From an optimization exercise on the open Yosys and OpenROAD flow, aimed at small area, a short achievable clock period and few clock cycles per item; shortcuts taken in it are not production practice. Where RTL was checked, it was by simulation tests only, not by an equivalence proof against the original. Power is estimated from default activity; no workload was simulated.

Setup of green:
// ooo_top
module ooo_top (
   input  wire         clock,
   input  wire         reset,
   input  wire         dispatch_valid,
   input  wire  [2:0]  dispatch_op,
   input  wire  [3:0]  dispatch_rd,
   input  wire  [3:0]  dispatch_rs1,
   input  wire  [3:0]  dispatch_rs2,
   input  wire  [15:0] dispatch_imm,
   output logic        dispatch_ready,
   output logic        commit_valid,
   output logic [3:0]  commit_rd,
   output logic [31:0] commit_value
);
Size in the first run: ~5,100 cells after synthesis, ~890 flip-flops, ~72 I/O pins, ~52,000 µm² of cells after synthesis.
make LEC_CHECK=0 CAP_MARGIN=5 CORE_MARGIN=2 CORE_UTILIZATION=40 CTS_CLUSTER_DIAMETER=80 CTS_CLUSTER_SIZE=25 PLACE_DENSITY=0.65 SETUP_SLACK_MARGIN=5 SLEW_MARGIN=5 TNS_END_PERCENT=0 finish   # period 8.0 ns
run.sh (not shown) runs the stock make flow with config.mk's settings and CLKGATE_MAP_FILE= SYNTH_SCRIPT=/design/flow/synth_recipe.tcl, a recipe that flattens the netlist after the stock synthesis.
Testbench counts of green, summed over its fixed seeds: cycles 16,438, insts 16,000.
For red, these inputs were changed with respect to green:
- CAP_MARGIN changed from 5 to 20
- CORE_UTILIZATION changed from 40 to 50
- SLEW_MARGIN changed from 5 to 20
- PLACE_DENSITY changed from 0.65 to 0.7
Results
- Of the two values seen for slowest stage cell on the critical path, sky130_fd_sc_hd__buf_4 was produced by red and sky130_fd_sc_hd__xor3_1 by green.
- Summary of red over green: wire length lost 2.6%; core utilization picked up an extra 11 points; slack of the worst reg-to-reg path lost 0.08 ns; net count reported at finish neither gained nor lost much.
- On relative contribution of combinational cells to total power: between green and red, it ends up higher for red.

== JK ==
Another version of the RTL of ooo_top (not shown whole).
For scale: about 72 I/O pins.
## ooo_top
module ooo_top (
   input  wire         clock,
   input  wire         reset,
   input  wire         dispatch_valid,
   input  wire  [2:0]  dispatch_op,
   input  wire  [3:0]  dispatch_rd,
   input  wire  [3:0]  dispatch_rs1,
   input  wire  [3:0]  dispatch_rs2,
   input  wire  [15:0] dispatch_imm,
   output logic        dispatch_ready,
   output logic        commit_valid,
   output logic [3:0]  commit_rd,
   output logic [31:0] commit_value
);
clock: 8.0 ns
lec_check: 0
abc_clock_period_in_ps: 3000
cap_margin: 20
core_margin: 2
core_utilization: 30
place_density: 0.5
setup_slack_margin: 4
slew_margin: 20
Modified inputs, MS compared to JK
-- flow/config.mk --
<<< JK, line 7
export LEC_CHECK = 0
export ABC_CLOCK_PERIOD_IN_PS = 3000
export CAP_MARGIN = 20
>>> MS, line 7
export LEC_CHECK = 0
export CAP_MARGIN = 20
Results
Status: clock-pin transition on the worst setup and hold timing paths parity (JK, MS)
Number of standard cells in the final layout excluding fillers: MS vs JK identical
Looking at JK and MS, the average wire per cell in the routed design is a wash.
JK -> MS: via count delta 0, exact match
Having completed the whole flow, MS delivered a layout that passed the timing, design-rule and antenna checks.
There was hardly any difference in clock network power between MS and JK.
No functional check of the RTL was part of any run of this note.

RTL: one of the versions met above, not the one the previous note started from.
Size: ~890 flip-flops.
export LEC_CHECK = 0
export CAP_MARGIN = 20
export CORE_MARGIN = 2
export CORE_UTILIZATION = 40
export CTS_CLUSTER_DIAMETER = 80
export CTS_CLUSTER_SIZE = 25
export PLACE_DENSITY = 0.5
export SETUP_SLACK_MARGIN = 5
export SLEW_MARGIN = 20
export TNS_END_PERCENT = 0
create_clock -name core_clock -period 8.0 [get_ports {clock}]
The baseline completed without violations.
Testbench counts at the start, summed over its fixed seeds: cycles 16,438, insts 16,000.
Change:
--- a/flow/config.mk
+++ b/flow/config.mk
@@ -12,2 +12,3 @@
 export CTS_CLUSTER_SIZE = 25
+export GPL_ROUTABILITY_DRIVEN = 0
 export PLACE_DENSITY = 0.5
What happened: Combinational power stays flat; die area is unchanged; final area is unchanged; clock power barely changes; global-route usage does not change; setup slack stays the same.
Change:
--- a/flow/config.mk
+++ b/flow/config.mk
@@ -10,5 +10,2 @@
 export CORE_UTILIZATION = 40
-export CTS_CLUSTER_DIAMETER = 80
-export CTS_CLUSTER_SIZE = 25
-export GPL_ROUTABILITY_DRIVEN = 0
 export PLACE_DENSITY = 0.5
Effect: The changed run completed without violations. Setup slack gets better by 40 ps. Synthesized area does not change. Total power rose by about a fifth. Sequential power hardly moves. Critical path depth fell by 5. Die area is unchanged. Utilization rose by 1.1 points. Design area rose by a few percent. Sequential cell count is unchanged. Via count barely changes. Cell count rose slightly.

09-25:
Starting RTL as in the previous note.
clock: 8.0 ns
lec_check: 0
cap_margin: 20
core_margin: 2
core_utilization: 40
cts_cluster_diameter: 80
cts_cluster_size: 25
place_density: 0.65
setup_slack_margin: 5
slew_margin: 20
tns_end_percent: 5
Testbench counts of 09-25, summed over its fixed seeds: cycles 16,438, insts 16,000.
Inputs modified between 09-25 and 03-07:
- swapping 5 for 0 in TNS_END_PERCENT
- swapping 25 for 30 in CTS_CLUSTER_SIZE
- swapping 0.65 for 0.5 in PLACE_DENSITY
Sort 03-07 and 09-25 by time the final worst path needs with I/O delays and setup desc -> top: 03-07. 03-07 vs. 09-25: clock input transition at the sequential cells of the worst setup and hold paths barely changed, final instance area dropped about 5%, met3 track demand over resource dropped 0.20 points, total global routing track utilization climbed 1.1 points. Number of global-route vias before repair (higher): 09-25. [compare] base=09-25 new=03-07: sequential share of layout area rose 1.9 points, overall power after layout rose about 2.2%.

Setup of violet:
Starting RTL as in the previous note.
Settings: LEC_CHECK=0, CAP_MARGIN=20, CORE_MARGIN=2, CORE_UTILIZATION=40, CTS_CLUSTER_DIAMETER=80, CTS_CLUSTER_SIZE=25, PLACE_DENSITY=0.85, SETUP_SLACK_MARGIN=5, SLEW_MARGIN=20, TNS_END_PERCENT=0; clock period 8.0 ns.
Testbench counts of violet, summed over its fixed seeds: cycles 16,438, insts 16,000.
Edits applied to the flow inputs when going from violet to zinc:
# violet
export LEC_CHECK = 0
export CAP_MARGIN = 20
export CORE_MARGIN = 2
export CORE_UTILIZATION = 40
export CTS_CLUSTER_DIAMETER = 80
export CTS_CLUSTER_SIZE = 25
export PLACE_DENSITY = 0.85
export SETUP_SLACK_MARGIN = 5
export SLEW_MARGIN = 20
export TNS_END_PERCENT = 0
create_clock -name core_clock -period 8.0 [get_ports {clock}]
# zinc
export LEC_CHECK = 0
export CAP_MARGIN = 20
export CORE_MARGIN = 2
export CORE_UTILIZATION = 40
export CTS_CLUSTER_DIAMETER = 80
export CTS_CLUSTER_SIZE = 25
export PLACE_DENSITY = 0.75
export SETUP_SLACK_MARGIN = 5
export SLEW_MARGIN = 20
export TNS_END_PERCENT = 0
create_clock -name core_clock -period 8.0 [get_ports {clock}]
==> summary.txt <==
zinc against violet: utilization went up 0.23 points, count of antenna diodes in the layout went down 1, number of antenna violations at the first check in global routing went down 2, total cell area at the placement stage held.
Delta (zinc minus violet): aggregate routed wire length climbed 1.7%; synthesized instance count has remained practically unchanged.
The fraction of layout cells with a size suffix above 1 number comes out higher for zinc vs violet.
The endpoint of the worst setup timing path comes out w_val[28] in one run and m_mid[115] in the other, namely in zinc and violet respectively.
Clock period minus final worst setup slack in zinc is 0.087 ns below violet.
For the combinational share of power, zinc came in 0.6 points higher than violet did.
Changes in xenon relative to zinc:
# zinc
export LEC_CHECK = 0
export CAP_MARGIN = 20
export CORE_MARGIN = 2
export CORE_UTILIZATION = 40
export CTS_CLUSTER_DIAMETER = 80
export CTS_CLUSTER_SIZE = 25
export PLACE_DENSITY = 0.75
export SETUP_SLACK_MARGIN = 5
export SLEW_MARGIN = 20
export TNS_END_PERCENT = 0
create_clock -name core_clock -period 8.0 [get_ports {clock}]
# xenon
export LEC_CHECK = 0
export CAP_MARGIN = 20
export CORE_MARGIN = 2
export CORE_UTILIZATION = 40
export CTS_CLUSTER_DIAMETER = 80
export CTS_CLUSTER_SIZE = 25
export PLACE_DENSITY = 0.65
export SETUP_SLACK_MARGIN = 5
export SLEW_MARGIN = 20
export TNS_END_PERCENT = 0
create_clock -name core_clock -period 8.0 [get_ports {clock}]
### Flow results
- On area of combinational cells with multiple inputs, xenon tracks zinc almost exactly.
- xenon: post-cts repair resize count lower than zinc
- Comparing xenon and zinc, the higher global-route usage was measured on xenon.
- The higher post-layout worst setup margin came out of xenon.
- Worst-path maximum fanout (lower): zinc
- Compared with zinc, in xenon total power increased by about 0.6% relative to the old numbers, utilization ~0 delta.
- As far as number of setup violations in the final report goes, zinc and xenon are indistinguishable; the numbers are identical.

## port drivers added, routing unchanged
No port has a modelled driver above. Below, the same layouts with a new extraction and two added sets of constraints.
Step 1 (the two cells are an assumption about what drives the block):
set clk [get_ports {clock}]
set_driving_cell -lib_cell sky130_fd_sc_hd__clkbuf_16 $clk
set_driving_cell -lib_cell sky130_fd_sc_hd__buf_2 [delete_from_list [all_inputs] $clk]
Step 2 also shifts input and output timing later by t, the mid clock arrival at the registers, as if the neighbouring blocks saw the same clock.
Slacks: ideal / step 1 / step 2; pairs: ideal / step 1.
run	t (ns)	setup slack, ns	clock arrival spread, ns	slew at the worst register clock pin (ns)	cell pins on the clock port's net
green	0.733	4.232 / 4.232 / 4.232	0.065 / 0.066	0.11 / 0.11	1
red	0.750	4.147 / 4.147 / 4.147	0.043 / 0.044	0.11 / 0.11	1
JK	0.762	3.318 / 3.318 / 3.318	0.039 / 0.039	0.07 / 0.07	1
MS	0.762	3.318 / 3.318 / 3.318	0.039 / 0.039	0.07 / 0.07	1
the first run of note 3	0.766	4.107 / 4.107 / 4.107	0.068 / 0.067	0.11 / 0.11	1
the second run of note 3	0.766	4.107 / 4.107 / 4.107	0.068 / 0.067	0.11 / 0.11	1
the third run of note 3	0.778	4.147 / 4.134 / 4.147	0.060 / 0.059	0.07 / 0.07	1
09-25	0.754	4.170 / 4.170 / 4.170	0.079 / 0.079	0.11 / 0.11	1
03-07	0.762	4.112 / 4.112 / 4.112	0.075 / 0.075	0.12 / 0.12	1
violet	0.719	4.134 / 4.134 / 4.134	0.040 / 0.040	0.10 / 0.10	1
zinc	0.742	4.221 / 4.221 / 4.221	0.054 / 0.053	0.10 / 0.10	1
xenon	0.733	4.232 / 4.232 / 4.232	0.065 / 0.066	0.11 / 0.11	1
After both steps every run listed still meets setup and hold.
